This is an optimization exercise on Yosys and OpenROAD, whose aim is small area, a short achievable clock period and few clock cycles, not a production implementation.
Function was not checked in any run shown here: the RTL went through the layout flow alone.
Power is estimated from default activity; no workload was simulated.

File: flow/design.v
package asba_pkg;
  localparam int ADC_W   = 12;
  localparam int SUM_W   = 20;
  localparam int CNT_W   = 8;
  localparam int SLOT_W  = 3;
  localparam int CHAN_W  = 3;
  localparam int UV_W    = 28;
  localparam int SCALE_W = 24;
  localparam int PROD_W  = ADC_W + SCALE_W;
  localparam int UV_SHIFT = 8;
  localparam int CFG_W   = 24;
  localparam int CFG_IDX_W = 3;
  localparam int DIV_CNT_W = 5;
  localparam logic [1:0] OP_START  = 2'd0;
  localparam logic [1:0] OP_RESULT = 2'd1;
  localparam logic [1:0] OP_STOP   = 2'd2;
  localparam logic [1:0] KIND_REQ  = 2'd0;
  localparam logic [1:0] KIND_AVG  = 2'd1;
  localparam logic [1:0] KIND_DONE = 2'd2;
  localparam logic [CFG_IDX_W-1:0] REG_SLOT_COUNT    = 3'd0;
  localparam logic [CFG_IDX_W-1:0] REG_CHANNEL_MAP   = 3'd1;
  localparam logic [CFG_IDX_W-1:0] REG_FILTER_LEN    = 3'd2;
  localparam logic [CFG_IDX_W-1:0] REG_ROUNDS_NEEDED = 3'd3;
  localparam logic [CFG_IDX_W-1:0] REG_SCALE_Q8      = 3'd4;
  localparam logic [3:0]         RST_SLOT_COUNT    = 4'd2;
  localparam logic [23:0]        RST_CHANNEL_MAP   = 24'd60;
  localparam logic [CNT_W-1:0]   RST_FILTER_LEN    = 8'd10;
  localparam logic [CNT_W-1:0]   RST_ROUNDS_NEEDED = 8'd20;
  localparam logic [SCALE_W-1:0] RST_SCALE_Q8      = 24'd156250;
  localparam logic [CNT_W-1:0] RND_MAX = 8'd255;
  typedef struct packed {
    logic [3:0]         slot_count;
    logic [23:0]        channel_map;
    logic [CNT_W-1:0]   filter_len;
    logic [CNT_W-1:0]   rounds_needed;
    logic [SCALE_W-1:0] scale_q8;
  } asba_cfg_t;
  typedef struct packed {
    logic              clear;
    logic              wr_latest;
    logic              acc;
    logic              take;
    logic              div_step;
    logic              mul;
    logic              load_out;
    logic [1:0]        kind;
    logic              last;
    logic [SLOT_W-1:0] idx;
  } asba_cmd_t;
  typedef struct packed {
    logic fire;
    logic round_short;
    logic out_free;
  } asba_sts_t;
endpackage
module adc_scan_block_averager_core #(
  parameter int MAX_SLOTS = 8,
  parameter int CODE_BITS = 12
) (
  input  logic        clk,
  input  logic        rst_n,
  input  logic        in_valid,
  output logic        in_ready,
  input  logic [1:0]  in_opcode,
  input  logic [11:0] in_adc_code,
  output logic        out_valid,
  input  logic        out_ready,
  output logic [1:0]  out_kind,
  output logic [2:0]  out_slot,
  output logic [2:0]  out_chan,
  output logic [11:0] out_avg_code,
  output logic [27:0] out_microvolts,
  output logic        out_last,
  input  logic        cfg_we,
  input  logic [2:0]  cfg_index,
  input  logic [23:0] cfg_wdata
);
  localparam int ROWS = 2;
  localparam int NS   = 12 / ROWS;
  logic [3:0]  sc_r;
  logic [2:0]  nm1;       
  logic [23:0] map_r;
  logic [7:0]  flen_r;
  logic [7:0]  f1_r;      
  logic [7:0]  f2_r;      
  logic [7:0]  rn_r;
  logic [23:0] scale_r;
  logic [25:0] s3_r;      
  always_ff @(posedge clk) begin
    if (!rst_n) begin
      sc_r    <= 4'd2;
      nm1     <= 3'd1;
      map_r   <= 24'd60;
      flen_r  <= 8'd10;
      f1_r    <= 8'd9;
      f2_r    <= 8'd8;
      rn_r    <= 8'd20;
      scale_r <= 24'd156250;
    end else if (cfg_we) begin
      case (cfg_index)
        3'd0: begin
          sc_r <= cfg_wdata[3:0];
          nm1  <= (cfg_wdata[3:0] == 4'd0) ? 3'd0 :
                  (cfg_wdata[3:0] > 4'd8) ? 3'd7 : 3'(cfg_wdata[3:0] - 4'd1);
        end
        3'd1: map_r   <= cfg_wdata[23:0];
        3'd2: begin
          flen_r <= cfg_wdata[7:0];
          f1_r   <= (cfg_wdata[7:0] == 8'd0) ? 8'd0 : cfg_wdata[7:0] - 8'd1;
          f2_r   <= (cfg_wdata[7:0] <= 8'd1) ? 8'd0 : cfg_wdata[7:0] - 8'd2;
        end
        3'd3: rn_r    <= cfg_wdata[7:0];
        3'd4: scale_r <= cfg_wdata[23:0];
        default: ;
      endcase
    end
  end
  always_ff @(posedge clk) s3_r <= 26'(scale_r) + {1'b0, scale_r, 1'b0};
  logic [11:0] latest_r [8];
  logic [19:0] sum_r    [8];
  logic [7:0]  cnt_r    [8];
  logic [7:0]  rnd_r    [8];
  logic [7:0]  zsc_r;
  logic [7:0]  zr_r;
  logic [7:0]  pend_r;
  logic       running_r;
  logic [2:0] pos_r;
  logic [7:0] posoh_r;   
  logic       rstd_r;    
  logic       fm_r;      
  logic       spec_r;    
  logic       wact_r;    
  logic       dirty_r;   
  logic       all_done_r;
  logic        ov_r;
  logic [1:0]  ok_r;
  logic [2:0]  os_r;
  logic [2:0]  oc_r;
  logic [11:0] oa_r;
  logic [27:0] ou_s;      
  logic [27:0] ou_c;      
  logic        ou_k;
  logic        ol_r;
  logic roundend;
  assign roundend = pos_r >= nm1;
  logic acc, is_start, is_stop, is_res, res_run, rend;
  assign in_ready = !ov_r && !fm_r && !rstd_r && !(dirty_r && roundend);
  assign acc      = in_valid && in_ready;
  assign is_start = in_opcode == 2'd0;
  assign is_res   = in_opcode == 2'd1;
  assign is_stop  = in_opcode == 2'd2;
  assign res_run  = acc && is_res && running_r;
  assign rend     = res_run && roundend;
  logic [7:0]  rsel;
  logic [11:0] r_lat;
  logic [19:0] r_sum;
  logic [7:0]  r_cnt;
  logic        r_pend;
  assign rsel = posoh_r;
  always_comb begin
    r_lat  = '0;
    r_sum  = '0;
    r_cnt  = '0;
    r_pend = 1'b0;
    for (int i = 0; i < 8; i++) begin
      r_lat  = r_lat | (latest_r[i] & {12{rsel[i]}});
      r_sum  = r_sum | (sum_r[i] & {20{rsel[i] & ~zsc_r[i]}});
      r_cnt  = r_cnt | (cnt_r[i] & {8{rsel[i] & ~zsc_r[i]}});
      r_pend = r_pend | (pend_r[i] & rsel[i]);
    end
  end
  logic [11:0] r_add;
  logic [11:0] r_x;
  logic [19:0] r_c;      
  logic [7:0]  r_cc;     
  logic [19:0] r_s;      
  logic [7:0]  r_div;    
  logic        r_fire;
  assign r_add  = (wact_r || r_pend) ? r_lat : 12'd0;
  assign r_x    = wact_r ? 12'd0 : in_adc_code;
  assign r_c    = r_sum + 20'(r_add);
  assign r_cc   = r_cnt + 8'(r_pend);
  always_comb begin
    logic [19:0] a, b, u, v;
    a = 20'(r_add);
    b = 20'(r_x);
    u = r_sum ^ a ^ b;
    v = ((r_sum & a) | (r_sum & b) | (a & b)) << 1;
    r_s = u + v;
  end
  assign r_div  = r_cc + 8'd1;
  assign r_fire = r_cnt >= (r_pend ? f2_r : f1_r);
  logic [7:0] act_v, done_v;
  logic       all_done;
  always_comb begin
    for (int i = 0; i < 8; i++) begin
      act_v[i]  = 3'(i) <= nm1;
      done_v[i] = zr_r[i] ? (rn_r == 8'd0) : (rnd_r[i] >= rn_r);
    end
    all_done = &(done_v | ~act_v);
  end
  logic       cv;
  logic [1:0] ckind;
  logic [2:0] cslot;
  logic [2:0] cchan;
  logic [2:0] pos_inc;
  assign pos_inc = pos_r + 3'd1;
  logic fire_e;
  assign cv    = acc && (is_start || (is_res && running_r && !(roundend && fire_e)));
  assign ckind = (in_opcode[0] && roundend && all_done_r) ? 2'd2 : 2'd0;
  assign cslot = (in_opcode[0] && !roundend) ? pos_inc : 3'd0;
  logic [2:0] chan_nx;   
  always_comb begin
    chan_nx = '0;
    for (int i = 0; i < 7; i++) chan_nx = chan_nx | (map_r[3*(i+1) +: 3] & {3{posoh_r[i]}});
  end
  assign cchan = !in_opcode[0] ? map_r[2:0] :
                 !roundend ? chan_nx :
                 all_done_r ? 3'd0 : map_r[2:0];
  logic adv;
  assign adv = !ov_r || out_ready;
  logic        pv   [NS+1];
  logic [7:0]  fed_r;    
  logic [7:0]  pr   [NS+1];
  logic [11:0] px   [NS+1];
  logic [7:0]  nr   [NS];
  logic [11:0] nx   [NS];
  logic        mv   [NS+1];
  logic [7:0]  c_sh;
  logic [7:0]  csm1;     
  logic        ceq;      
  logic        feed;
  logic        busy;    
  logic        ld_avg;
  logic ld_now;
  logic full_up [NS+1];   
  assign ceq    = r_cc == csm1;
  logic [7:0] nm1oh;
  logic [7:0] l_cnt;
  logic       l_pend;
  logic       fire_last_r;
  logic       ceq_last_r;
  logic [7:0] csm1_d;
  always_comb begin
    l_cnt  = '0;
    l_pend = 1'b0;
    for (int i = 0; i < 8; i++) begin
      nm1oh[i] = nm1 == 3'(i);
      l_cnt    = l_cnt | (cnt_r[i] & {8{nm1oh[i] & ~zsc_r[i]}});
      l_pend   = l_pend | (pend_r[i] & nm1oh[i]);
    end
  end
  always_ff @(posedge clk) begin
    fire_last_r <= l_cnt >= (l_pend ? f2_r : f1_r);
    ceq_last_r  <= l_cnt + 8'(l_pend) == csm1_d;
  end
  logic a_fire, a_ceq;
  assign a_fire = roundend ? (fire_last_r && pos_r == nm1) : r_fire;
  assign a_ceq  = roundend ? ceq_last_r : ceq;
  assign ld_now = rend && spec_r && pv[NS] && adv && (!a_fire || a_ceq);
  assign ld_avg = (fm_r || ld_now) && adv && pv[NS];
  always_comb begin
    full_up[NS] = 1'b1;
    for (int j = NS - 1; j >= 0; j--) full_up[j] = full_up[j+1] && pv[j+1];
    mv[NS] = ld_avg;
    for (int j = NS - 1; j >= 0; j--) mv[j] = pv[j] && (!full_up[j] || ld_avg);
    busy = 1'b0;
    for (int j = 0; j <= NS; j++) busy = busy | pv[j];
  end
  always_comb begin
    logic [8:0] t;
    logic [9:0] d;
    for (int j = 0; j < NS; j++) begin
      nr[j] = pr[j];
      nx[j] = px[j];
      for (int k = 0; k < ROWS; k++) begin
        t = {nr[j], nx[j][11]};
        d = {1'b0, t} - {2'b0, c_sh};
        nr[j] = d[9] ? t[7:0] : d[7:0];
        nx[j] = {nx[j][10:0], ~d[9]};
      end
    end
  end
  logic s0_free, c_ok;
  logic feed_arr, spec_fail, feed_walk, wstep, wlast;
  assign s0_free   = !pv[0] || mv[0];
  assign c_ok      = !busy || a_ceq;
  assign feed_arr  = res_run && spec_r && a_fire && (pos_r <= nm1) && s0_free && c_ok;
  assign spec_fail = res_run && a_fire && (pos_r <= nm1) && !(s0_free && c_ok);
  assign wstep     = wact_r && (!r_fire || (s0_free && (!busy || ceq)));
  assign feed_walk = wstep && r_fire;
  assign wlast     = pos_r == nm1;
  assign feed = feed_arr || feed_walk;
  assign csm1_d = feed ? r_cc : csm1;
  logic flush;
  assign flush = (acc && (is_start || is_stop)) || cfg_we;
  logic fast;
  assign fast   = spec_r && !spec_fail;
  assign fire_e = !fast || busy || (a_fire && pos_r <= nm1);
  always_ff @(posedge clk) begin
    if (feed) begin
      pr[0]   <= r_s[19:12];
      px[0]   <= r_s[11:0];
      c_sh    <= r_div;
      csm1    <= csm1_d;
    end
    for (int j = 0; j < NS; j++) begin
      if (mv[j]) begin
        pr[j+1]   <= nr[j];
        px[j+1]   <= nx[j];
      end
    end
  end
  always_ff @(posedge clk) begin
    if (!rst_n || flush || (rend && !fast)) begin
      for (int j = 0; j <= NS; j++) pv[j] <= 1'b0;
      fed_r <= '0;
    end else begin
      fed_r <= (fed_r & ~(eoh & {8{ld_avg}})) | (rsel & {8{feed}});
      pv[0] <= feed || (pv[0] && !mv[0]);
      for (int j = 0; j < NS; j++) pv[j+1] <= mv[j] || (pv[j+1] && !mv[j+1]);
    end
  end
  function automatic void csa(input logic [35:0] a, input logic [35:0] b,
                              input logic [35:0] c, output logic [35:0] s,
                              output logic [35:0] cy);
    s  = a ^ b ^ c;
    cy = ((a & b) | (a & c) | (b & c)) << 1;
  endfunction
  logic [11:0] q;
  logic [35:0] pv_s, pv_c;
  logic        lo_cy;    
  assign lo_cy = (9'(pv_s[7:0]) + 9'(pv_c[7:0])) >> 8 != 9'd0;
  assign q = px[NS];
  always_comb begin
    logic [35:0] pp [6];
    logic [35:0] l1 [4];
    logic [35:0] l2 [3];
    logic [35:0] l3 [2];
    logic [25:0] m;
    for (int k = 0; k < 6; k++) begin
      case (q[2*k +: 2])
        2'd0: m = 26'd0;
        2'd1: m = 26'(scale_r);
        2'd2: m = {1'b0, scale_r, 1'b0};
        default: m = s3_r;
      endcase
      pp[k] = 36'(m) << (2 * k);
    end
    csa(pp[0], pp[1], pp[2], l1[0], l1[1]);
    csa(pp[3], pp[4], pp[5], l1[2], l1[3]);
    csa(l1[0], l1[1], l1[2], l2[0], l2[1]);
    l2[2] = l1[3];
    csa(l2[0], l2[1], l2[2], l3[0], l3[1]);
    pv_s = l3[0];
    pv_c = l3[1];
  end
  logic [2:0] etag;
  logic [7:0] eoh;       
  logic [7:0] e_rnd;
  always_comb begin
    etag = 3'd0;
    for (int i = 7; i >= 0; i--) if (fed_r[i]) etag = 3'(i);
  end
  always_comb begin
    e_rnd = '0;
    for (int i = 0; i < 8; i++) begin
      eoh[i] = etag == 3'(i);
      e_rnd  = e_rnd | (rnd_r[i] & {8{eoh[i] & ~zr_r[i]}});
    end
  end
  always_ff @(posedge clk) begin
    for (int i = 0; i < 8; i++) begin
      if (res_run && posoh_r[i]) begin
        latest_r[i] <= in_adc_code;
        sum_r[i]    <= r_c;
        cnt_r[i]    <= r_cc;
      end
      if (ld_avg && eoh[i]) begin
        rnd_r[i] <= (e_rnd == 8'hFF) ? e_rnd : e_rnd + 8'd1;
      end
    end
  end
  always_ff @(posedge clk) begin
    if (!rst_n) begin
      zsc_r  <= '1;
      zr_r   <= '1;
      pend_r <= '0;
    end else if (acc && is_start) begin
      zsc_r  <= '1;
      zr_r   <= '1;
      pend_r <= '0;
    end else begin
      for (int i = 0; i < 8; i++) begin
        if (ld_avg && eoh[i]) begin
          zsc_r[i]  <= 1'b1;
          pend_r[i] <= 1'b0;
        end else if (rend && act_v[i] && fast) begin
          zsc_r[i]  <= posoh_r[i] ? 1'b0 : zsc_r[i];
          pend_r[i] <= 1'b1;
        end else if (res_run && posoh_r[i]) begin
          zsc_r[i]  <= 1'b0;
          pend_r[i] <= 1'b0;
        end else if (wstep && posoh_r[i] && !r_fire) begin
          pend_r[i] <= 1'b1;
        end
        if (ld_avg && eoh[i]) zr_r[i] <= 1'b0;
      end
    end
  end
  logic ld_fin;
  assign ld_fin = fm_r && adv && !wact_r && !busy;
  always_ff @(posedge clk) begin
    if (!rst_n) begin
      running_r <= 1'b0;
      pos_r     <= '0;
      posoh_r   <= 8'd1;
      rstd_r    <= 1'b1;
      fm_r      <= 1'b0;
      spec_r    <= 1'b1;
      wact_r    <= 1'b0;
      dirty_r   <= 1'b1;
      all_done_r <= 1'b0;
      ov_r      <= 1'b0;
      oa_r      <= '0;
      ou_s      <= '0;
      ou_c      <= '0;
      ou_k      <= 1'b0;
    end else begin
      rstd_r     <= 1'b0;
      dirty_r    <= cfg_we || (acc && is_start) || rend || fm_r;
      all_done_r <= all_done;
      if (acc) begin
        if (is_start) begin
          running_r <= 1'b1;
          pos_r     <= '0;
          posoh_r   <= 8'd1;
          spec_r    <= 1'b1;
        end else if (is_stop) begin
          running_r <= 1'b0;
        end else if (res_run) begin
          if (!roundend) begin
            pos_r   <= pos_inc;
            posoh_r <= {posoh_r[6:0], 1'b0};
            if (spec_fail) spec_r <= 1'b0;
          end else begin
            pos_r   <= '0;
            posoh_r <= 8'd1;
            spec_r  <= 1'b1;
            if (fire_e) begin
              fm_r <= 1'b1;
              if (!fast) wact_r <= 1'b1;
            end else if (all_done_r) begin
              running_r <= 1'b0;
            end
          end
        end
      end
      if (cfg_we && pos_r != 3'd0) spec_r <= 1'b0;
      if (wstep) begin
        if (wlast) begin
          wact_r  <= 1'b0;
          pos_r   <= '0;
          posoh_r <= 8'd1;
        end else begin
          pos_r   <= pos_inc;
          posoh_r <= {posoh_r[6:0], 1'b0};
        end
      end
      if (ld_fin) begin
        fm_r <= 1'b0;
        if (all_done) running_r <= 1'b0;
      end
      if (ld_avg) begin
        ov_r <= 1'b1;
        ok_r <= 2'd1;
        os_r <= etag;
        oc_r <= map_r[3*etag +: 3];
        oa_r <= q;
        ou_s <= pv_s[35:8];
        ou_c <= pv_c[35:8];
        ou_k <= lo_cy;
        ol_r <= 1'b0;
      end else if (ld_fin) begin
        ov_r <= 1'b1;
        ok_r <= all_done ? 2'd2 : 2'd0;
        os_r <= '0;
        oc_r <= all_done ? 3'd0 : map_r[2:0];
        oa_r <= '0;
        ou_s <= '0;
        ou_c <= '0;
        ou_k <= 1'b0;
        ol_r <= 1'b1;
      end else if (cv && !out_ready) begin
        ov_r <= 1'b1;
        ok_r <= ckind;
        os_r <= cslot;
        oc_r <= cchan;
        oa_r <= '0;
        ou_s <= '0;
        ou_c <= '0;
        ou_k <= 1'b0;
        ol_r <= 1'b1;
      end else if (out_ready) begin
        ov_r <= 1'b0;
      end
    end
  end
  assign out_valid      = ov_r || cv;
  assign out_kind       = ov_r ? ok_r : ckind;
  assign out_slot       = ov_r ? os_r : cslot;
  assign out_chan       = ov_r ? oc_r : cchan;
  assign out_avg_code   = oa_r;
  logic [28:0] uv_sum;
  assign uv_sum         = {ou_s, 1'b1} + {ou_c, ou_k};
  assign out_microvolts = uv_sum[28:1];
  assign out_last       = ov_r ? ol_r : 1'b1;
endmodule
File: flow/run.sh
#!/bin/bash
# synth_recipe.tcl (not shown) runs the flow's synth.tcl, then flattens the netlist and writes it again
# the make line also repeats each setting of config.mk as NAME=value (left out here)
make -C /OpenROAD-flow-scripts/flow DESIGN_CONFIG=/design/flow/config.mk WORK_HOME=/design/flow/orfs CLKGATE_MAP_FILE= SYNTH_SCRIPT=/design/flow/synth_recipe.tcl finish
File: flow/config.mk
export PLATFORM = sky130hd
export DESIGN_NAME = adc_scan_block_averager_core
export DESIGN_NICKNAME = adc_scan_block_averager_core
export VERILOG_FILES = /design/flow/design.v
export SDC_FILE = /design/flow/constraint.sdc
export NUM_CORES = 4
export LEC_CHECK = 0
export CAP_MARGIN = 20
export CORE_MARGIN = 2
export CORE_UTILIZATION = 50
export CTS_CLUSTER_DIAMETER = 80
export CTS_CLUSTER_SIZE = 24
export SETUP_SLACK_MARGIN = 2.3
export SLEW_MARGIN = 20
File: flow/constraint.sdc
create_clock -name core_clock -period 7.0 [get_ports {clk}]
set_input_delay 1.4000 -clock core_clock [delete_from_list [all_inputs] [get_ports {clk}]]
set_output_delay 1.4000 -clock core_clock [all_outputs]
set_load 0.01 [all_outputs]
==> flow_metrics.py, run 1 <==
metrics = {
    "timing": {
        "slew_headroom_pct": 23.7,
        "drv_slew": 0,
        "fmax_mhz": 195,
        "fin_crit_ns": 5.14,
        "final-setup-viol-count": 0,
        "tns_ns": 0,
        "worstMarginPinSlew_ns": 1.14,
        "period_share_pct": 73.4,
        "finalHoldViolCount": 0,
        "rsz0062_at_grt": "yes",
        "skew_ns": 0.0507,
    },
    "route": {
        "drtIter0Drc": 2896,
        "wl_per_cell_um": 23.0,
        "drcViolationCount": 0,
        "antenna_left": 0,
        "totalWireLength_mm": 125,
        "drt-vias-per-instance": 5.95,
        "vias": 32200,
        "drt_first_pass_iters": 7,
    },
    "yosys": {
        "yosys.cell_types.count": 95,
        "netlist_instances": 3935,
        "synth_flop_cell": "edfxtp_1",
        "syn_avg_cell_area_um2": 11.3,
        "synth_edf_count": 541,
        "synth-async-reset-ratio_pct": 0,
        "ys_ff_latch": 771,
        "synth_fp_nets": 4383,
        "yosysWarningCount": 16,
        "synth_seq_area_share_pct": 47.1,
        "syn-cell-area_mm2": 0.0443,
    },
    "grt": {
        "grt_pass1_wl_mm": 191,
        "antenna_found_initial": 0,
        "gr-total-overflow": 0,
        "grtUsageTotal_pct": 27.1,
        "grt_pass1_vias": 32200,
        "grt_max_degree": 70,
    },
    "placement": {
        "place_congestion": 0.881,
        "io_buffers": 96,
        "dp_hpwl_mm": 81.8,
        "postPlaceCellArea_mm2": 0.0467,
    },
    "clocking": {
        "cts_inserted_buffers": 45,
        "cts.sinks": 771,
        "cts-root-buf": "clkbuf_16",
        "cts_tree": "done",
        "clockBufferDepth": 3,
        "worstSkewPairLatency_ns": 0.66,
        "cts.clk_slew.worst_paths_ns": 0.10,
        "holdBufCountCts": 0,
        "h-tree-depth": 2,
    },
    "setup_path": {
        "critPathKind": "reg2out",
        "worst_ep_arrival_time_ns": 3.74,
        "cp-start-kind": "flop",
        "cp.required_ns": 5.60,
        "path_max_fanout": 7,
        "rrSetupSlack_ns": 2.11,
        "worstSetupEndpointType": "output pin",
    },
    "outcome": {
        "outcome": "complete, no violations",
    },
    "finish": {
        "fill_cells": 7408,
        "syn_to_final_growth_pct": 16.8,
        "n_antenna_cell": 0,
        "regArea_mm2": 0.0209,
        "multiInputGateArea_mm2": 0.0231,
        "drive_gt1_share_pct": 20.9,
        "final_util_pct": 58.7,
        "fin_area_mm2": 0.0517,
        "nets": 4669,
    },
    "floorplanning": {
        "rows": 109,
        "core_region_area_mm2": 0.0881,
        "die_x_um": 302,
        "initial_utilization_pct": 50.3,
        "io_pins": 97,
        "die-area_mm2": 0.0910,
        "die_y_um": 302,
    },
    "min_path": {
        "hold_path.class": "reg2reg",
    },
    "power": {
        "leakage_uw": 0.0196,
        "p_per_area_mw_per_mm2": 163,
        "vdd_drop_max_mv": 0.179,
        "power_uw": 8410,
    },
    "job": {
        "drv_cap": 0,
    },
}
-- worst max-delay path: stages, from the launching register on --
cell      delay (ns)
dfxtp_4         0.41
and2b_1         0.21
a22o_1          0.18
or4_4           0.51
inv_4           0.07
ha_4            0.18
nand2b_4        0.12
a21o_1          0.16
a21oi_2         0.13
o21ai_1         0.08
a31o_2          0.25
a211oi_4        0.26
o21ai_1         0.10
a21oi_2         0.17
or2_4           0.14
buf_6           0.10
-- synth_stat cells (all sizes together) (27+ instances only) --
cell	number	area share (%)
a211oi	33	0.57
a21o	41	0.69
a21oi	185	2.1
a221oi	28	0.55
a22o	137	2.7
a22oi	215	3.6
buf	32	0.38
clkbuf	167	1.4
dfxtp	230	10
edfxtp	541	37
fa	116	5.2
ha	286	8.1
inv	233	2.0
mux2	177	4.5
mux2i	56	1.3
nand2	292	2.5
nand2b	52	0.73
nand3	49	0.55
nand4	27	0.38
nor2	202	1.8
nor2b	81	1.1
nor3	49	0.55
o21ai	164	1.9
o2bb2ai	40	0.79
xnor2	133	2.6
xor2	41	0.81
-- power breakdown --
group,internal (µW),total [µW],switching (µW)
Combinational,241,550,309
Sequential,4850,4910,60.0
Clock,1320,2960,1640
Total,6410,8410,2010
-- cells by family after synthesis --
| group | share of synthesized area, % |
|---|---|
| AO/OA/AOI/OAI | 16.3 |
| XOR/XNOR | 3.66 |
| adder cells (fa/ha/maj) | 13.3 |
| buffers and inverters | 3.81 |
| flip-flops | 47.1 |
| multiplexers | 5.77 |
| AND/OR/NAND/NOR | 10.1 |
-- layout make-up --
type                    instances  area share, %
well taps                    1165           2.82
clock inverters                24          0.535
flip-flops and latches        771           40.4
inverters                     236           1.74
clock buffers                  50           2.30
multi-input cells            2729           44.6
repair buffers                438           7.55
-- metal layers --
layer  up-vias  share of wire (%)  GRT usage, %
li1      15200                  -             -
met1     15900                 45          37.8
met2       977                 47          45.2
met3       178                5.7          3.00
met4         0                2.4          6.82
met5         -                  0             0
-- worst paths after layout --
check	to	from	depth (start not counted)
max reg2reg	pr[2][4]	c_sh[1]	33
min	px[6][7]	px[5][5]	0
max	out_valid	zsc_r[1]	15
min reg2reg	px[6][7]	px[5][5]	0
-- registers in the layout (all words and copies together), names as in the netlist, 8 cells and up --
register,count
sum_r,160
latest_r,96
px,84
cnt_r,64
rnd_r,64
pr,48
ou_c,28
ou_s,28
s3_r,26
map_r,24
scale_r,24
oa_r,12
c_sh,8
csm1,8
f1_r,8
f2_r,8
fed_r,8
pend_r,8
posoh_r,8
rn_r,8
zr_r,8
zsc_r,8
-- repair_timing --
item,CTS,global route
setup endpoints to repair,291,157
pin swaps,100,86
resized for setup,225,144
buffers inserted,209,44
gates cloned,4,0
-- layout by cell type (no fill, tap or decap), types with 17 or more instances in the layout --
| cell | n |
|---|---|
| mux2_2 | 170 |
| edfxtp_1 | 541 |
| o21ai_2 | 25 |
| a211oi_1 | 30 |
| o21ai_1 | 23 |
| fa_1 | 114 |
| nor2b_1 | 65 |
| ha_4 | 23 |
| ha_1 | 260 |
| a21oi_1 | 162 |
| xnor2_1 | 126 |
| o21a_1 | 17 |
| clkdlybuf4s50_1 | 80 |
| dfxtp_1 | 206 |
| buf_6 | 32 |
| nor3_1 | 47 |
| nand2b_1 | 51 |
| nor2_1 | 184 |
| buf_4 | 290 |
| clkbuf_16 | 47 |
| nand3_1 | 49 |
| o211ai_1 | 17 |
| o21ai_0 | 111 |
| o2bb2ai_1 | 40 |
| and3_1 | 22 |
| xor2_1 | 35 |
| a21o_1 | 40 |
| a221oi_1 | 27 |
| a22oi_1 | 210 |
| a31oi_1 | 19 |
| nand4_1 | 27 |
| inv_1 | 219 |
| a21oi_2 | 20 |
| mux2i_1 | 52 |
| nand2_1 | 280 |
| a22o_1 | 137 |
-- stage by stage --
| stage | cells | hold slack (ns) | worst slack [ns] |
|---|---|---|---|
| final | 5413 | 0.423 | 1.86 |
| after global routing | 5413 | 0.433 | 1.69 |
| after CTS | 5369 | 0.426 | 1.80 |
| after detailed placement | 5082 | 0.405 | 1.32 |
| after global placement | 5082 | 0.401 | 1.37 |
| after floorplan | 3935 | 0.364 | 1.95 |
==> run 2, diff against run 1 <==
--- a/flow/design.v
+++ b/flow/design.v
@@ -206,7 +206,9 @@
   logic [2:0] pos_inc;
   assign pos_inc = pos_r + 3'd1;
   logic fire_e;
-  assign cv    = acc && (is_start || (is_res && running_r && !(roundend && fire_e)));
+  logic ok_res;
+  assign ok_res = in_ready && running_r && !(roundend && fire_e);
+  assign cv    = in_valid && ((is_start && in_ready) || (is_res && ok_res));
   assign ckind = (in_opcode[0] && roundend && all_done_r) ? 2'd2 : 2'd0;
   assign cslot = (in_opcode[0] && !roundend) ? pos_inc : 3'd0;
   logic [2:0] chan_nx;   
@@ -257,7 +259,9 @@
   logic a_fire, a_ceq;
   assign a_fire = roundend ? (fire_last_r && pos_r == nm1) : r_fire;
   assign a_ceq  = roundend ? ceq_last_r : ceq;
-  assign ld_now = rend && spec_r && pv[NS] && adv && (!a_fire || a_ceq);
+  logic fl;   
+  assign fl     = fire_last_r && pos_r == nm1;
+  assign ld_now = rend && spec_r && pv[NS] && adv && (!fl || ceq_last_r);
   assign ld_avg = (fm_r || ld_now) && adv && pv[NS];
   always_comb begin
     full_up[NS] = 1'b1;
@@ -296,7 +300,10 @@
   assign flush = (acc && (is_start || is_stop)) || cfg_we;
   logic fast;
   assign fast   = spec_r && !spec_fail;
-  assign fire_e = !fast || busy || (a_fire && pos_r <= nm1);
+  logic s0_free_e, fail_e;
+  assign s0_free_e = !pv[0] || !full_up[0] || (spec_r && pv[NS] && adv && (!fl || ceq_last_r));
+  assign fail_e    = fl && !(s0_free_e && (!busy || ceq_last_r));
+  assign fire_e    = !spec_r || fail_e || busy || fl;
   always_ff @(posedge clk) begin
     if (feed) begin
       pr[0]   <= r_s[19:12];
--- a/flow/config.mk
+++ b/flow/config.mk
@@ -10,5 +10,5 @@
 export CORE_UTILIZATION = 50
 export CTS_CLUSTER_DIAMETER = 80
 export CTS_CLUSTER_SIZE = 24
-export SETUP_SLACK_MARGIN = 2.3
+export SETUP_SLACK_MARGIN = 2.0
 export SLEW_MARGIN = 20
==> run 2 against run 1 <==
Compared with the run above:
- still clean
- clock power about the same
- cell count decreased by 1.3%
- register-to-register slack improved by 0.05 ns
- die area decreased by 0.24%
- via count decreased by 1.5%
- fmax increased by 2.0%
- count of clock-buffer cells in the layout increased by 2
- combinational power decreased by 9.8%
- setup slack improved by 0.10 ns
- critical endpoint is now out_microvolts[21]
- largest cell class unchanged
- highest routed layer is now met5
==> flow_metrics.py, run 2 <==
metrics = {
    "timing": {
        "worstMarginPinSlew_ns": 1.07,
        "skew_ns": 0.0327,
        "fin_crit_ns": 5.04,
        "slew_headroom_pct": 28.9,
        "rsz0062_at_grt": "yes",
        "period_share_pct": 72.0,
        "drv_slew": 0,
        "hold-worst-slack_ns": 0.425,
        "fmax_mhz": 198,
        "final-setup-viol-count": 0,
        "finalHoldViolCount": 0,
        "tns_ns": 0,
    },
    "clocking": {
        "cts_inserted_buffers": 46,
        "worstSkewPairLatency_ns": 0.62,
        "cts-root-buf": "clkbuf_16",
        "clockBufferDepth": 3,
        "h-tree-depth": 2,
        "cts.sinks": 771,
        "holdBufCountCts": 0,
        "cts_tree": "done",
        "cts.clk_slew.worst_paths_ns": 0.08,
    },
    "yosys": {
        "synth_area_leaders": "edfxtp_1 37%, dfxtp_1 10%, ha_1 8.1%, fa_1 5.3%, mux2_2 4.4%",
        "synth_edf_count": 541,
        "synth-async-reset-ratio_pct": 0,
        "synth_flop_cell": "edfxtp_1",
        "synth_fp_nets": 4446,
        "syn-cell-area_mm2": 0.0442,
        "yosysTopAreaCellShare_pct": 36.8,
        "yosysWarningCount": 16,
        "yosys.cell_types.count": 81,
        "synth_common_cells": "541 x edfxtp_1, 297 x nor2_1, 286 x ha_1",
        "yosysMostFrequentCell": "edfxtp_1",
        "synth_top_area_cell": "edfxtp_1",
        "synth_seq_area_share_pct": 47.2,
        "ys_ff_latch": 771,
        "netlist_instances": 3998,
        "syn_avg_cell_area_um2": 11.1,
    },
    "floorplanning": {
        "initial_utilization_pct": 50.2,
        "die-area_mm2": 0.0908,
        "die_x_um": 301,
        "rows": 109,
        "core_region_area_mm2": 0.0880,
        "die_y_um": 301,
        "io_pins": 97,
    },
    "route": {
        "drt-vias-per-instance": 5.94,
        "wl_met2_mm": 57.3,
        "antenna_left": 0,
        "totalWireLength_mm": 120,
        "drt_first_pass_iters": 6,
        "drcViolationCount": 0,
        "drtIter0Drc": 2615,
        "drt-met1-wl_mm": 53.1,
        "wl_per_cell_um": 22.4,
        "dr_wl_met3_mm": 6.83,
        "top_layer_used": "met5",
        "vias": 31700,
    },
    "setup_path": {
        "path_max_fanout": 2,
        "ff2ff_path_depth": 17,
        "crit_family": "compound AO/OA/AOI/OAI gates",
        "reg2reg_from": "zsc_r[6]",
        "cp-start-kind": "flop",
        "path_depth": 17,
        "critical-path-slowest-cell": "fa_2",
        "worst_ep_arrival_time_ns": 3.64,
        "critPathLaunch": "ou_k",
        "rrSetupSlack_ns": 2.16,
        "cp.required_ns": 5.60,
        "worstSetupEndpoint": "out_microvolts[21]",
        "critical-path-max-stage-delay_ns": 0.42,
        "path_buf_inv": 3,
        "critPathKind": "reg2out",
        "reg2reg_to": "ceq_last_r",
        "cp_cell_sequence": "inv_2 > fa_2 > nor2b_4 > o21ai_2 > a21boi_2 > o21a_1 > o21ai_2 > a21o_1 > a21boi_2 > o31a_1 > o211ai_1 > buf_4 > a31o_2 > o21bai_1 > a21oi_2 > xnor2_2 > buf_2",
        "worstSetupEndpointType": "output pin",
    },
    "finish": {
        "nets": 4594,
        "reg.largest.list": "sum_r: 160 flops, latest_r: 96 flops, px: 84 flops",
        "final_util_pct": 56.5,
        "top_register": "sum_r",
        "syn_to_final_growth_pct": 12.5,
        "largest_reg_flops": 160,
        "final_cell_mix": "541 x edfxtp_1, 292 x nor2_1, 281 x ha_1, 246 x nand2_1, 239 x a22oi_1",
        "drive_gt1_share_pct": 15.2,
        "final_common_cell": "edfxtp_1",
    },
    "placement": {
        "dp_hpwl_mm": 81.2,
        "place_congestion": 0.861,
        "io_buffers": 96,
    },
    "grt": {
        "grtUsageTotal_pct": 26.1,
        "grt_max_degree": 85,
        "grt_pass1_wl_mm": 185,
        "grt_pass1_vias": 31300,
        "antenna_found_initial": 4,
        "gr-total-overflow": 0,
    },
    "job": {
        "drv_cap": 0,
    },
    "min_path": {
        "min-delay-start": "px[5][8]",
        "hold_path.class": "reg2reg",
    },
    "power": {
        "leakage_uw": 0.0193,
        "p_per_area_mw_per_mm2": 168,
        "vdd_drop_max_mv": 0.189,
        "internal_power_uw": 6390,
        "seqPwrFrac_pct": 58.6,
        "p_clk_share_pct": 35.4,
        "pwr-share-comb_pct": 5.9,
        "swShare_pct": 23.7,
        "power_switching_uw": 1980,
    },
    "outcome": {
        "outcome": "complete, no violations",
    },
}
## run 2: cell types whose count changed after synthesis, sizes merged, moves of 29 or more
cell and change:
a21oi +60, a22o -32, nor2 +95, nand2 -40
a21o +29, o2bb2ai -38
## run 2: area by class of cell
type	count	area, µm²
multi-input cells	2782	22300
flip-flops and latches	771	20900
clock buffers	52	1190
repair buffers	298	2580
fillers	7651	38300
repair inverters	1	6.26
diodes	1	2.50
well taps	1165	1460
clock inverters	24	300
inverters	246	950
## run 2: what timing repair did
action | CTS | global route
endpoints found under the setup margin | 209 | 169
pin swaps | 34 | 64
setup buffers | 47 | 73
gates resized for setup | 126 | 131
gates cloned | 1 | 2
## run 2: stage by stage
stage          setup WS, ns  cells  total power (µW)  area (µm²)
4_1_cts                1.90   5264              8440       48800
6_report               1.96   5340              8370       49700
3_5_place_dp          0.930   5140              5500       46600
3_3_place_gp          0.967   5140              5500       46600
5_1_grt                1.78   5339              8650       49700
2_1_floorplan          1.67   3998              5320       44200
## run 2: power by group through the flow
stage | Combinational, µW | Clock [µW] | Sequential [µW]
floorplan | 346 | 0 | 4980
global placement | 487 | 0 | 5010
detailed placement | 491 | 0 | 5010
CTS | 494 | 3040 | 4910
global route | 559 | 3180 | 4910
finish | 496 | 2970 | 4910
## run 2: kinds of logic after synthesis
kind of cell | after synthesis | synth area share [%]
AO/OA/AOI/OAI | 1017 | 15.9
XOR/XNOR | 174 | 3.54
adder cells (fa/ha/maj) | 402 | 13.4
buffers and inverters | 447 | 3.89
flip-flops | 771 | 47.2
multiplexers | 232 | 5.80
AND/OR/NAND/NOR | 955 | 10.4
## run 2: worst min-delay path by stage
stage	end	slack, ns	cells after the start
after floorplan	s3_r[0]	0.36	0
after CTS	px[3][5]	0.42	0
after detailed placement	px[3][2]	0.40	0
final	px[6][10]	0.42	0
after global routing	px[4][3]	0.43	0
after global placement	px[4][6]	0.40	0
## run 2: layer usage
| layer | track usage (%) | vias up |
|---|---|---|
| met4 | 5.44 | 2 |
| met2 | 44.3 | 950 |
| li1 | - | 15000 |
| met3 | 2.85 | 154 |
| met1 | 36.2 | 15600 |
| met5 | 0 | - |
==> run 3, diff against run 2 <==
--- a/flow/config.mk
+++ b/flow/config.mk
@@ -10,5 +10,5 @@
 export CORE_UTILIZATION = 50
 export CTS_CLUSTER_DIAMETER = 80
 export CTS_CLUSTER_SIZE = 24
-export SETUP_SLACK_MARGIN = 2.0
+export SETUP_SLACK_MARGIN = 2.4
 export SLEW_MARGIN = 20
==> run 3 against run 2 <==
Compared with the run above:
- power is 1.4% higher
- die area stayed put
- hold slack worse by 0.0093 ns
- cell count is 2.5% higher
- first-iteration DRC count stayed put
- still clean
- setup slack better by 0.047 ns
==> flow_metrics.py, run 3 <==
metrics = {
    "outcome": {
        "outcome": "complete, no violations",
    },
    "finish": {
        "drive_gt1_share_pct": 21.7,
        "n_antenna_cell": 0,
        "syn_to_final_growth_pct": 17.5,
        "largest_reg_flops": 160,
        "top_register": "sum_r",
        "fill_cells": 7318,
        "final_cell_mix": "541 x edfxtp_1, 281 x nor2_1, 268 x buf_4, 259 x ha_1, 239 x nand2_1",
        "nets": 4727,
        "final_common_cell": "edfxtp_1",
        "reg.largest.list": "sum_r: 160 flops, latest_r: 96 flops, px: 84 flops",
    },
    "timing": {
        "finalHoldViolCount": 0,
        "fmax_mhz": 200,
        "worstMarginPinSlew_ns": 1.11,
        "slew_headroom_pct": 25.9,
        "drv_slew": 0,
        "period_share_pct": 71.3,
        "tns_ns": 0,
        "finalWorstSetupSlack_ns": 2.01,
        "fin_crit_ns": 4.99,
        "rsz0062_at_grt": "yes",
        "final-setup-viol-count": 0,
        "skew_ns": 0.0424,
    },
    "yosys": {
        "syn_avg_cell_area_um2": 11.1,
        "yosysMostFrequentCell": "edfxtp_1",
        "synth_flop_cell": "edfxtp_1",
        "muxShareOfSynthArea_pct": 5.80,
        "yosys.cell_types.count": 81,
        "ys_ff_latch": 771,
        "synth_fp_nets": 4446,
        "syn-cell-area_mm2": 0.0442,
        "netlist_instances": 3998,
        "synth_compound_area_share_pct": 15.9,
        "synth_top_family_by_area": "compound AO/OA/AOI/OAI gates",
        "synth_edf_count": 541,
        "synth_common_cells": "541 x edfxtp_1, 297 x nor2_1, 286 x ha_1",
        "synth-xor-area-share_pct": 3.54,
        "synth_area_leaders": "edfxtp_1 37%, dfxtp_1 10%, ha_1 8.1%, fa_1 5.3%, mux2_2 4.4%",
        "synth_seq_area_share_pct": 47.2,
        "synth-async-reset-ratio_pct": 0,
        "synth_simple_gate_area_share_pct": 10.4,
        "synth-adder-area-share_pct": 13.4,
        "yosysTopAreaCellShare_pct": 36.8,
        "yosysWarningCount": 16,
        "synth_top_area_cell": "edfxtp_1",
    },
    "clocking": {
        "cts_tree": "done",
        "cts.sinks": 771,
        "worstSkewPairLatency_ns": 0.63,
        "clockBufferDepth": 3,
        "cts_inserted_buffers": 46,
        "h-tree-depth": 2,
        "cts.clk_slew.worst_paths_ns": 0.09,
        "holdBufCountCts": 0,
        "cts-root-buf": "clkbuf_16",
    },
    "setup_path": {
        "cp-start-kind": "flop",
        "worstSetupEndpoint": "out_microvolts[27]",
        "critical-path-max-stage-delay_ns": 0.41,
        "critical-path-slowest-cell": "fa_2",
        "reg2reg_to": "pr[0][7]",
        "cp_cell_sequence": "inv_2 > fa_2 > nor2b_4 > o21ai_2 > a21boi_2 > o21a_1 > o21ai_2 > a21o_1 > a21boi_2 > o31a_1 > buf_6 > o21ai_4 > o211ai_1 > a31o_2 > a21oi_2 > xnor2_1 > buf_2",
        "path_depth": 17,
        "worstSetupEndpointType": "output pin",
        "cp.required_ns": 5.60,
        "critPathLaunch": "ou_k",
        "worst_ep_arrival_time_ns": 3.59,
        "path_buf_inv": 3,
        "path_max_fanout": 2,
        "ff2ff_path_depth": 26,
        "critPathKind": "reg2out",
        "reg2reg_from": "posoh_r[7]",
        "rrSetupSlack_ns": 2.08,
        "crit_family": "compound AO/OA/AOI/OAI gates",
    },
    "floorplanning": {
        "die_y_um": 301,
        "rows": 109,
        "die-area_mm2": 0.0908,
        "initial_utilization_pct": 50.2,
        "die_x_um": 301,
        "core_region_area_mm2": 0.0880,
        "io_pins": 97,
    },
    "grt": {
        "gr-total-overflow": 0,
        "grtUsageTotal_pct": 26.7,
        "grt_pass1_wl_mm": 189,
        "antenna_found_initial": 3,
        "grt_pass1_vias": 32200,
        "grt_max_degree": 78,
    },
    "min_path": {
        "hold_path.class": "reg2reg",
    },
    "route": {
        "vias": 32700,
        "drtIter0Drc": 2615,
        "drt-vias-per-instance": 5.98,
        "drt_first_pass_iters": 6,
        "totalWireLength_mm": 124,
        "antenna_left": 0,
        "wl_per_cell_um": 22.6,
        "drcViolationCount": 0,
    },
    "power": {
        "p_per_area_mw_per_mm2": 163,
        "leakage_uw": 0.0204,
        "vdd_drop_max_mv": 0.194,
    },
    "placement": {
        "dp_hpwl_mm": 80.2,
        "place_congestion": 0.857,
        "dp_worst_setup_slack_ns": 1.08,
        "io_buffers": 96,
    },
    "job": {
        "drv_cap": 0,
    },
}
==> run 3: cell counts after synthesis <==
No cell type changed its count.
==> run 3: kinds of logic after synthesis <==
group	after synthesis
adder cells (fa/ha/maj)	402
AO/OA/AOI/OAI	1017
XOR/XNOR	174
multiplexers	232
flip-flops	771
buffers and inverters	447
AND/OR/NAND/NOR	955
==> run 3: through the flow <==
step	hold slack, ns	utilization (%)	power (µW)	cells	instance area (µm²)
6_report	0.415	59.0	8490	5475	51900
5_1_grt	0.432	59.0	8780	5475	51900
4_1_cts	0.417	57.4	8530	5402	50500
3_5_place_dp	0.405	53.1	5500	5138	46700
3_3_place_gp	0.401	53.1	5500	5137	46700
2_1_floorplan	0.364	-	5320	3998	44500
==> run 3: per-layer routing <==
layer  global-route usage (%)  wire length [µm]  vias up
li1                         -                 -    15300
met1                     36.5             53200    16200
met2                     45.4             60300     1012
met3                     2.84              6870      195
met4                     7.14              3110        6
met5                        0                45        -
==> run 3: worst min path at each step <==
stage               cells past startpoint  startpoint         to
floorplan                               0  scale_r[0]    s3_r[0]
global placement                        0    px[4][6]   px[5][8]
detailed placement                      0    px[1][9]  px[2][11]
CTS                                     0    px[5][3]   px[6][5]
global route                            0    px[1][9]  px[2][11]
finish                                  0    px[5][3]   px[6][5]
==> run 3: area by class of cell <==
cell class	instances	area (µm²)	area share (%)
flip-flops and latches	771	20900	40.3
clock inverters	25	344	0.663
repair buffers	432	3880	7.47
well taps	1165	1460	2.81
multi-input cells	2780	23100	44.5
clock buffers	54	1220	2.36
repair inverters	2	17.5	0.0337
inverters	246	975	1.88
==> run 3: power breakdown <==
part           internal, µW  switching, µW
Combinational           226            285
Clock                  1420           1660
Sequential             4850           56.1
==> run 3: timing repair <==
item,CTS,global route
buffers inserted,180,73
resized for setup,279,209
pin swaps,121,141
gates cloned,5,0
setup endpoints to repair,202,232
==> run 3: worst reg2reg max path, delay by kind of cell (launching register included) <==
| kind | cells | cell delay, ns |
|---|---|---|
| buffers and inverters | 7 | 0.74 |
| DFF | 1 | 0.37 |
| adders and majority gates | 3 | 0.90 |
| AOI/OAI and AO/OA | 11 | 1.54 |
| and+or+nand+nor | 4 | 0.98 |
| xor gates and xnor gates | 1 | 0.10 |
==> run 4, diff against run 3 <==
--- a/flow/design.v
+++ b/flow/design.v
@@ -122,6 +122,7 @@
   logic [7:0]  rnd_r    [8];
   logic [7:0]  zsc_r;
   logic [7:0]  zr_r;
+  logic [7:0]  d_r;       
   logic [7:0]  pend_r;
   logic       running_r;
   logic [2:0] pos_r;
@@ -131,6 +132,8 @@
   logic       spec_r;    
   logic       wact_r;    
   logic       dirty_r;   
+  logic       rc_r;      
+  logic [2:0] rc_ptr;
   logic       all_done_r;
   logic        ov_r;
   logic [1:0]  ok_r;
@@ -144,7 +147,7 @@
   logic roundend;
   assign roundend = pos_r >= nm1;
   logic acc, is_start, is_stop, is_res, res_run, rend;
-  assign in_ready = !ov_r && !fm_r && !rstd_r && !(dirty_r && roundend);
+  assign in_ready = !ov_r && !fm_r && !rstd_r && !((dirty_r || rc_r) && roundend);
   assign acc      = in_valid && in_ready;
   assign is_start = in_opcode == 2'd0;
   assign is_res   = in_opcode == 2'd1;
@@ -190,14 +193,13 @@
   end
   assign r_div  = r_cc + 8'd1;
   assign r_fire = r_cnt >= (r_pend ? f2_r : f1_r);
-  logic [7:0] act_v, done_v;
+  logic [7:0] act_v;
   logic       all_done;
   always_comb begin
     for (int i = 0; i < 8; i++) begin
       act_v[i]  = 3'(i) <= nm1;
-      done_v[i] = zr_r[i] ? (rn_r == 8'd0) : (rnd_r[i] >= rn_r);
     end
-    all_done = &(done_v | ~act_v);
+    all_done = &(d_r | ~act_v);
   end
   logic       cv;
   logic [1:0] ckind;
@@ -206,9 +208,7 @@
   logic [2:0] pos_inc;
   assign pos_inc = pos_r + 3'd1;
   logic fire_e;
-  logic ok_res;
-  assign ok_res = in_ready && running_r && !(roundend && fire_e);
-  assign cv    = in_valid && ((is_start && in_ready) || (is_res && ok_res));
+  assign cv    = acc && (is_start || (is_res && running_r && !(roundend && fire_e)));
   assign ckind = (in_opcode[0] && roundend && all_done_r) ? 2'd2 : 2'd0;
   assign cslot = (in_opcode[0] && !roundend) ? pos_inc : 3'd0;
   logic [2:0] chan_nx;   
@@ -222,7 +222,7 @@
   logic adv;
   assign adv = !ov_r || out_ready;
   logic        pv   [NS+1];
-  logic [7:0]  fed_r;    
+  logic [2:0]  ptag [NS+1];
   logic [7:0]  pr   [NS+1];
   logic [11:0] px   [NS+1];
   logic [7:0]  nr   [NS];
@@ -230,19 +230,20 @@
   logic        mv   [NS+1];
   logic [7:0]  c_sh;
   logic [7:0]  csm1;     
+  logic [7:0]  csm2;     
   logic        ceq;      
   logic        feed;
   logic        busy;    
   logic        ld_avg;
   logic ld_now;
   logic full_up [NS+1];   
-  assign ceq    = r_cc == csm1;
+  assign ceq    = r_cnt == (r_pend ? csm2 : csm1);
   logic [7:0] nm1oh;
   logic [7:0] l_cnt;
   logic       l_pend;
   logic       fire_last_r;
   logic       ceq_last_r;
-  logic [7:0] csm1_d;
+  logic [7:0] csm1_d, csm2_d;
   always_comb begin
     l_cnt  = '0;
     l_pend = 1'b0;
@@ -254,14 +255,12 @@
   end
   always_ff @(posedge clk) begin
     fire_last_r <= l_cnt >= (l_pend ? f2_r : f1_r);
-    ceq_last_r  <= l_cnt + 8'(l_pend) == csm1_d;
+    ceq_last_r  <= l_cnt == (l_pend ? csm2_d : csm1_d);
   end
   logic a_fire, a_ceq;
   assign a_fire = roundend ? (fire_last_r && pos_r == nm1) : r_fire;
   assign a_ceq  = roundend ? ceq_last_r : ceq;
-  logic fl;   
-  assign fl     = fire_last_r && pos_r == nm1;
-  assign ld_now = rend && spec_r && pv[NS] && adv && (!fl || ceq_last_r);
+  assign ld_now = rend && spec_r && pv[NS] && adv && (!a_fire || a_ceq);
   assign ld_avg = (fm_r || ld_now) && adv && pv[NS];
   always_comb begin
     full_up[NS] = 1'b1;
@@ -296,34 +295,34 @@
   assign wlast     = pos_r == nm1;
   assign feed = feed_arr || feed_walk;
   assign csm1_d = feed ? r_cc : csm1;
+  assign csm2_d = feed ? r_cc - 8'd1 : csm2;
   logic flush;
   assign flush = (acc && (is_start || is_stop)) || cfg_we;
   logic fast;
   assign fast   = spec_r && !spec_fail;
-  logic s0_free_e, fail_e;
-  assign s0_free_e = !pv[0] || !full_up[0] || (spec_r && pv[NS] && adv && (!fl || ceq_last_r));
-  assign fail_e    = fl && !(s0_free_e && (!busy || ceq_last_r));
-  assign fire_e    = !spec_r || fail_e || busy || fl;
+  assign fire_e = !fast || busy || (a_fire && pos_r <= nm1);
   always_ff @(posedge clk) begin
     if (feed) begin
       pr[0]   <= r_s[19:12];
       px[0]   <= r_s[11:0];
+      ptag[0] <= rsel[1] ? 3'd1 : rsel[2] ? 3'd2 : rsel[3] ? 3'd3 : rsel[4] ? 3'd4 :
+                 rsel[5] ? 3'd5 : rsel[6] ? 3'd6 : rsel[7] ? 3'd7 : 3'd0;
       c_sh    <= r_div;
       csm1    <= csm1_d;
+      csm2    <= csm2_d;
     end
     for (int j = 0; j < NS; j++) begin
       if (mv[j]) begin
         pr[j+1]   <= nr[j];
         px[j+1]   <= nx[j];
+        ptag[j+1] <= ptag[j];
       end
     end
   end
   always_ff @(posedge clk) begin
     if (!rst_n || flush || (rend && !fast)) begin
       for (int j = 0; j <= NS; j++) pv[j] <= 1'b0;
-      fed_r <= '0;
     end else begin
-      fed_r <= (fed_r & ~(eoh & {8{ld_avg}})) | (rsel & {8{feed}});
       pv[0] <= feed || (pv[0] && !mv[0]);
       for (int j = 0; j < NS; j++) pv[j+1] <= mv[j] || (pv[j+1] && !mv[j+1]);
     end
@@ -365,14 +364,38 @@
   logic [2:0] etag;
   logic [7:0] eoh;       
   logic [7:0] e_rnd;
-  always_comb begin
-    etag = 3'd0;
-    for (int i = 7; i >= 0; i--) if (fed_r[i]) etag = 3'(i);
+  logic [7:0] rnd_new;
+  assign rnd_new = (e_rnd == 8'hFF) ? e_rnd : e_rnd + 8'd1;
+  always_ff @(posedge clk) begin
+    if (!rst_n) begin
+      d_r    <= '0;
+      rc_r   <= 1'b0;
+      rc_ptr <= '0;
+    end else begin
+      if (cfg_we && cfg_index == 3'd3 && running_r) begin
+        rc_r   <= 1'b1;
+        rc_ptr <= '0;
+      end else if (rc_r) begin
+        rc_ptr <= rc_ptr + 3'd1;
+        if (rc_ptr == 3'd7) rc_r <= 1'b0;
+      end
+      if (acc && is_start) begin
+        d_r <= {8{rn_r == 8'd0}};
+      end else begin
+        for (int i = 0; i < 8; i++) begin
+          if (ld_avg && eoh[i]) d_r[i] <= rnd_new >= rn_r;
+          else if (rc_r && eoh[i]) d_r[i] <= e_rnd >= rn_r;
+        end
+      end
+    end
   end
+  assign etag = ptag[NS];
+  logic [2:0] rtag;      
+  assign rtag = rc_r ? rc_ptr : etag;   
   always_comb begin
     e_rnd = '0;
     for (int i = 0; i < 8; i++) begin
-      eoh[i] = etag == 3'(i);
+      eoh[i] = rtag == 3'(i);
       e_rnd  = e_rnd | (rnd_r[i] & {8{eoh[i] & ~zr_r[i]}});
     end
   end
@@ -383,9 +406,7 @@
         sum_r[i]    <= r_c;
         cnt_r[i]    <= r_cc;
       end
-      if (ld_avg && eoh[i]) begin
-        rnd_r[i] <= (e_rnd == 8'hFF) ? e_rnd : e_rnd + 8'd1;
-      end
+      if (ld_avg && eoh[i]) rnd_r[i] <= rnd_new;
     end
   end
   always_ff @(posedge clk) begin
@@ -435,7 +456,7 @@
       ou_k      <= 1'b0;
     end else begin
       rstd_r     <= 1'b0;
-      dirty_r    <= cfg_we || (acc && is_start) || rend || fm_r;
+      dirty_r    <= cfg_we || (acc && is_start) || rend || fm_r || rc_r;
       all_done_r <= all_done;
       if (acc) begin
         if (is_start) begin
--- a/flow/config.mk
+++ b/flow/config.mk
@@ -10,5 +10,5 @@
 export CORE_UTILIZATION = 50
 export CTS_CLUSTER_DIAMETER = 80
 export CTS_CLUSTER_SIZE = 24
-export SETUP_SLACK_MARGIN = 2.4
+export SETUP_SLACK_MARGIN = 2.0
 export SLEW_MARGIN = 20
==> run 4 against run 3 <==
Compared with the run above:
- power rose by 3.3%
- first-iteration DRC count rose by 2.4%
- critical path type unchanged
- area after synthesis rose by 1.5%
==> flow_metrics.py, run 4 <==
metrics = {
    "route": {
        "drcViolationCount": 0,
        "totalWireLength_mm": 125,
        "wl_per_cell_um": 23.0,
        "drtIter0Drc": 2677,
        "drt_first_pass_iters": 7,
        "vias": 32500,
        "drt-vias-per-instance": 5.99,
        "antenna_left": 0,
    },
    "clocking": {
        "h-tree-depth": 2,
        "cts.clk_slew.worst_paths_ns": 0.10,
        "cts_tree": "done",
        "cts.sinks": 804,
        "clockBufferDepth": 3,
        "worstSkewPairLatency_ns": 0.68,
        "cts_inserted_buffers": 47,
        "cts-root-buf": "clkbuf_16",
        "holdBufCountCts": 0,
    },
    "finish": {
        "top_register": "sum_r",
        "fill_cells": 7537,
        "syn_to_final_growth_pct": 14.9,
        "fin_area_mm2": 0.0515,
        "largest_reg_flops": 160,
        "final_cell_mix": "570 x edfxtp_1, 348 x nor2_1, 291 x nand2_1, 259 x a22oi_1, 227 x ha_1",
        "reg.largest.list": "sum_r: 160 flops, latest_r: 96 flops, px: 84 flops",
        "final_common_cell": "edfxtp_1",
        "final_cells": 5433,
        "drive_gt1_share_pct": 18.3,
        "n_antenna_cell": 0,
        "nets": 4639,
    },
    "grt": {
        "gr-total-overflow": 0,
        "grt_pass1_vias": 31400,
        "grtUsageTotal_pct": 26.6,
        "grt_pass1_wl_mm": 189,
        "antenna_found_initial": 0,
        "grt_max_degree": 77,
    },
    "yosys": {
        "yosys.cell_types.count": 88,
        "synth_edf_count": 570,
        "synth_seq_area_share_pct": 48.6,
        "synth_top_area_cell": "edfxtp_1",
        "synth_flop_cell": "edfxtp_1",
        "synth_fp_nets": 4453,
        "synth_area_leaders": "edfxtp_1 38%, dfxtp_1 10%, ha_1 6.7%, fa_1 5.2%, a22oi_1 4.4%",
        "ys_ff_latch": 804,
        "syn_avg_cell_area_um2": 11.1,
        "netlist_instances": 4052,
        "synth-async-reset-ratio_pct": 0,
        "yosysWarningCount": 17,
        "syn-cell-area_mm2": 0.0449,
        "yosysTopAreaCellShare_pct": 38.2,
        "synth_common_cells": "570 x edfxtp_1, 354 x nor2_1, 306 x nand2_1",
        "yosysMostFrequentCell": "edfxtp_1",
    },
    "setup_path": {
        "ff2ff_path_depth": 26,
        "worst_ep_arrival_time_ns": 3.80,
        "reg2reg_to": "pr[3][5]",
        "cp.required_ns": 5.60,
        "crit_top_cell": "a2111oi_4",
        "critical-path-max-stage-delay_ns": 0.40,
        "path_max_fanout": 4,
        "worstSetupEndpointType": "output pin",
        "cp-start-kind": "flop",
        "reg2reg_from": "c_sh[1]",
        "critical-path-slowest-cell": "dfxtp_4",
        "cp_cell_sequence": "buf_6 > and3b_2 > a2111oi_4 > and3_4 > inv_4 > ha_4 > and4_4 > a2111oi_4 > o31a_1 > o31ai_4 > or3_4 > nand2_4 > a21oi_4 > nand2b_1 > buf_2",
        "critPathKind": "reg2out",
        "rrSetupSlack_ns": 2.15,
    },
    "min_path": {
        "holdPathStages": 0,
        "min-delay-start": "px[1][1]",
        "holdPathEnd": "px[2][3]",
        "hold_path.class": "reg2reg",
    },
    "floorplanning": {
        "io_pins": 97,
        "die_x_um": 304,
        "initial_utilization_pct": 50.6,
        "die_y_um": 304,
        "core_region_area_mm2": 0.0886,
        "rows": 109,
        "die-area_mm2": 0.0921,
    },
    "placement": {
        "dp_hpwl_mm": 83.4,
        "io_buffers": 96,
        "place_congestion": 0.856,
        "postPlaceCellArea_mm2": 0.0472,
        "dp.cells": 5190,
    },
    "timing": {
        "fmax_mhz": 192,
        "worstMarginPinSlew_ns": 1.24,
        "fin_crit_ns": 5.20,
        "rsz0062_at_grt": "yes",
        "period_share_pct": 74.3,
        "finalHoldViolCount": 0,
        "final-setup-viol-count": 0,
        "drv_slew": 0,
        "skew_ns": 0.0562,
        "slew_headroom_pct": 17.0,
        "tns_ns": 0,
    },
    "outcome": {
        "outcome": "complete, no violations",
    },
    "power": {
        "vdd_drop_max_mv": 0.213,
        "p_per_area_mw_per_mm2": 170,
        "leakage_uw": 0.0197,
    },
    "job": {
        "drv_cap": 0,
    },
}
[run 4: cell types whose count changed in the layout (fill, tap and decap cells not counted), moves of 25 or more]
cell	previous run	this run
buf_6	48	18
buf_4	268	213
nand2_1	239	291
nor2_1	281	348
a21oi_2	47	8
edfxtp_1	541	570
a21o_1	68	34
a21oi_1	193	223
ha_1	259	227
a22oi_1	234	259
[run 4: cells by family (layout without fill, tap and decap cells)]
group,after synthesis,count (layout),share of synthesized area (%)
and+or+nand+nor,1048,1048,11.0
muxes,248,248,6.27
xor gates and xnor gates,165,165,3.31
AOI/OAI and AO/OA,999,1002,15.2
DFF,804,804,48.6
adders and majority gates,355,355,11.8
buffers and inverters,433,646,3.75
[run 4: per-layer routing]
metal	track usage, %	wire [µm]
met1	37.3	54800
met2	44.0	59900
met3	3.19	7250
met4	7.11	3180
met5	0	0
[run 4: stage by stage]
stage / worst slack (ns) / total power, µW / util, % / hold WS, ns
3_5_place_dp: 1.10 / 5730 / 53.3 / 0.405
4_1_cts: 1.75 / 8820 / 56.6 / 0.421
3_3_place_gp: 1.10 / 5730 / 53.3 / 0.401
5_1_grt: 1.62 / 9040 / 58.1 / 0.430
2_1_floorplan: 2.01 / 5540 / - / 0.364
6_report: 1.80 / 8770 / 58.1 / 0.423
[run 4: worst max-delay path by stage]
stage / depth (start not counted) / start / slack [ns] / endpoint
floorplan: 25 / c_sh[1] / 2.01 / pr[3][2]
global placement: 18 / in_adc_code[1] / 1.10 / pr[0][5]
global route: 13 / ou_s[1] / 1.62 / out_microvolts[27]
detailed placement: 18 / in_adc_code[1] / 1.10 / pr[0][5]
CTS: 15 / posoh_r[6] / 1.75 / out_valid
finish: 15 / zsc_r[0] / 1.80 / out_valid
[run 4: worst max-delay path: cells and delay by family, from the launching register on]
kind | cells | cell delay, ns
buf+inv | 3 | 0.28
simple gates | 6 | 1.20
flops | 1 | 0.40
fa+ha+maj | 1 | 0.21
compound gates | 5 | 1.05
[run 4: what timing repair did]
item	in CTS	in global routing
resized for setup	208	170
pin swaps	54	94
gates cloned	5	3
endpoints found under the setup margin	205	198
buffers inserted	73	83
endpoints found under the hold margin	0	0
[run 4: final cells by class]
type	instances	area, µm²	share of cell area (%)
Clock buffer	58	1250	2.42
Clock inverter	21	319	0.619
Inverter	223	857	1.66
Multi-Input combinational cell	2818	22700	44.0
Sequential cell	804	21900	42.4
Tap cell	1165	1460	2.83
Timing Repair Buffer	344	3090	5.99
[run 4: power breakdown]
group / total [µW] / internal, µW / switching [µW]
clock network: 3130 / 1390 / 1740
registers: 5120 / 5060 / 62.3
logic: 517 / 226 / 291
==> run 5, diff against run 4 <==
--- a/flow/config.mk
+++ b/flow/config.mk
@@ -7,7 +7,7 @@
 export LEC_CHECK = 0
 export CAP_MARGIN = 20
 export CORE_MARGIN = 2
-export CORE_UTILIZATION = 50
+export CORE_UTILIZATION = 60
 export CTS_CLUSTER_DIAMETER = 80
 export CTS_CLUSTER_SIZE = 24
 export SETUP_SLACK_MARGIN = 2.0
==> run 5 against run 4 <==
Compared with the run above:
- still clean on timing, DRC and antenna
- first-iteration DRC count grew 31%
- power shrank 0.96%
- via count grew 4.0%
- synthesized cell count is the same
- count of clock-buffer cells in the layout grew 9
- die area shrank 16%
- routed wire length grew 1.1%
- highest routed layer unchanged
==> flow_metrics.py, run 5 <==
metrics = {
    "power": {
        "p_per_area_mw_per_mm2": 169,
        "vdd_drop_max_mv": 0.255,
        "leakage_uw": 0.0198,
        "power_uw": 8680,
    },
    "setup_path": {
        "cp.required_ns": 5.60,
        "cp-start-kind": "flop",
        "cp_cell_sequence": "nor2b_4 > buf_4 > a22oi_1 > and3_1 > inv_1 > ha_1 > nor2_1 > o31ai_4 > or3_4 > nand2_4 > a21oi_4 > nand2b_1 > buf_2",
        "critical-path-slowest-cell": "buf_4",
        "critical-path-max-stage-delay_ns": 0.40,
        "worst_ep_arrival_time_ns": 3.78,
        "worstSetupEndpointType": "output pin",
        "path_max_fanout": 18,
        "critPathKind": "reg2out",
    },
    "finish": {
        "top_register": "sum_r",
        "nets": 4652,
        "n_antenna_cell": 0,
        "drive_gt1_share_pct": 18.3,
        "final_common_cell": "edfxtp_1",
        "final_cell_mix": "570 x edfxtp_1, 348 x nor2_1, 292 x nand2_1, 258 x a22oi_1, 225 x ha_1",
        "largest_reg_flops": 160,
        "fin_area_mm2": 0.0514,
        "syn_to_final_growth_pct": 14.7,
        "reg.largest.list": "sum_r: 160 flops, latest_r: 96 flops, px: 84 flops",
    },
    "clocking": {
        "holdBufCountCts": 0,
        "cts_tree": "done",
        "cts-root-buf": "clkbuf_16",
        "clockBufferDepth": 3,
        "cts.sinks": 804,
        "cts.clk_slew.worst_paths_ns": 0.10,
        "cts_inserted_buffers": 46,
        "worstSkewPairLatency_ns": 0.64,
        "h-tree-depth": 2,
    },
    "floorplanning": {
        "rows": 100,
        "die_y_um": 277,
        "die-area_mm2": 0.0770,
        "core_region_area_mm2": 0.0742,
        "io_pins": 97,
        "die_x_um": 277,
        "initial_utilization_pct": 60.5,
    },
    "yosys": {
        "synth_edf_count": 570,
        "synth-async-reset-ratio_pct": 0,
        "synth_common_cells": "570 x edfxtp_1, 354 x nor2_1, 306 x nand2_1",
        "yosysTopAreaCellShare_pct": 38.2,
        "netlist_instances": 4052,
        "synth_flop_cell": "edfxtp_1",
        "synth_seq_area_share_pct": 48.6,
        "syn-cell-area_mm2": 0.0449,
        "ys_ff_latch": 804,
        "synth_top_area_cell": "edfxtp_1",
        "yosysWarningCount": 17,
        "yosysMostFrequentCell": "edfxtp_1",
        "synth_fp_nets": 4453,
        "syn_avg_cell_area_um2": 11.1,
        "yosys.cell_types.count": 88,
        "synth_area_leaders": "edfxtp_1 38%, dfxtp_1 10%, ha_1 6.7%, fa_1 5.2%, a22oi_1 4.4%",
    },
    "grt": {
        "grt_max_degree": 92,
        "grt_pass1_wl_mm": 193,
        "grt_pass1_vias": 33400,
        "grtUsageTotal_pct": 32.0,
        "antenna_found_initial": 0,
        "gr-total-overflow": 0,
    },
    "route": {
        "antenna_left": 0,
        "drt-vias-per-instance": 6.43,
        "drcViolationCount": 0,
        "totalWireLength_mm": 127,
        "wl_per_cell_um": 24.1,
        "drt_first_pass_iters": 8,
        "drtIter0Drc": 3501,
        "vias": 33800,
    },
    "timing": {
        "fin_crit_ns": 5.18,
        "skew_ns": 0.0400,
        "period_share_pct": 73.9,
        "worstMarginPinSlew_ns": 1.07,
        "finalHoldViolCount": 0,
        "drv_slew": 0,
        "rsz0062_at_grt": "yes",
        "slew_headroom_pct": 28.1,
        "final-setup-viol-count": 0,
        "fmax_mhz": 193,
        "tns_ns": 0,
    },
    "placement": {
        "postPlaceCellArea_mm2": 0.0469,
        "dp_hpwl_mm": 84.6,
        "place_congestion": 0.934,
        "io_buffers": 96,
    },
    "min_path": {
        "hold_path.class": "reg2reg",
    },
    "job": {
        "drv_cap": 0,
    },
    "outcome": {
        "outcome": "complete, no violations",
    },
}
-- run 5: cell count changes in the layout (fill, tap and decap cells not counted), moves of 4 or more --
cell,change
buf_4,+7
a21boi_1,+5
a21boi_2,-5
dlymetal6s2s_1,+4
nor3_4,+4
bufbuf_16,-4
clkinv_1,+5
clkbuf_1,+8
buf_12,+12
-- run 5: report_power, final --
part	total, µW	leakage, µW	switching (µW)	internal [µW]
Clock	3050	0.000747	1680	1380
Combinational	507	0.0119	286	221
Sequential	5120	0.00720	65.3	5060
Total	8680	0.0198	2030	6660
-- run 5: timing repair --
| item | in CTS | in global routing |
|---|---|---|
| gates resized for setup | 195 | 177 |
| setup endpoints to repair | 309 | 205 |
| pin swaps | 47 | 113 |
| cloned | 1 | 4 |
| buffers inserted | 67 | 115 |
-- run 5: final timing paths --
check / from / endpoint / slack, ns / cells after the start
hold / removal: ptag[1][1] / ptag[2][1] / 0.42 / 0
hold reg to reg: ptag[1][1] / ptag[2][1] / 0.42 / 0
setup / recovery: posoh_r[2] / out_valid / 1.82 / 13
setup reg to reg: c_sh[1] / pr[5][5] / 1.98 / 27
-- run 5: layout make-up --
cell class	count	area (µm²)
fillers	5456	22700
multi-input cells	2818	22700
flip-flops and latches	804	21900
repair buffers	358	3250
clock buffers	67	1290
well taps	969	1210
inverters	223	855
clock inverters	18	235
-- run 5: cells by family after synthesis --
kind of cell | synth area share [%]
fa+ha+maj | 11.8
compound gates | 15.2
buf+inv | 3.75
mux | 6.27
flops | 48.6
simple gates | 11.0
xor+xnor | 3.31
-- run 5: metrics by stage --
step                utilization, %  cells  hold slack (ns)  setup WS [ns]
detailed placement            63.2   4984            0.405           1.10
global placement              63.2   4984            0.400           1.12
finish                        69.3   5257            0.418           1.82
CTS                           66.9   5137            0.422           1.79
floorplan                        -   4052            0.364           2.01
global route                  69.3   5257            0.432           1.70
-- run 5: layer usage --
metal | track usage, % | vias up | wire, µm
met3 | 3.99 | 255 | 9360
met4 | 9.53 | 0 | 3870
li1 | - | 15300 | -
met2 | 52.5 | 1480 | 59700
met5 | 0 | - | 0
met1 | 44.7 | 16800 | 53600
-- run 5: worst max-delay path, delay by kind of cell, from the launching register on --
kind | cells | cell delay (ns)
and+or+nand+nor | 6 | 1.49
adders and majority gates | 1 | 0.25
buffers and inverters | 3 | 0.68
AOI/OAI and AO/OA | 3 | 0.32
DFF | 1 | 0.39

Re-timed with assumed drivers on the ports (clkbuf_16 on the clock, buf_2 on other inputs), run 5 has 1.755 ns of setup slack against 1.824 ns with ideal ports, and 1.487 ns once port delays also move by the mid clock arrival of 0.689 ns.
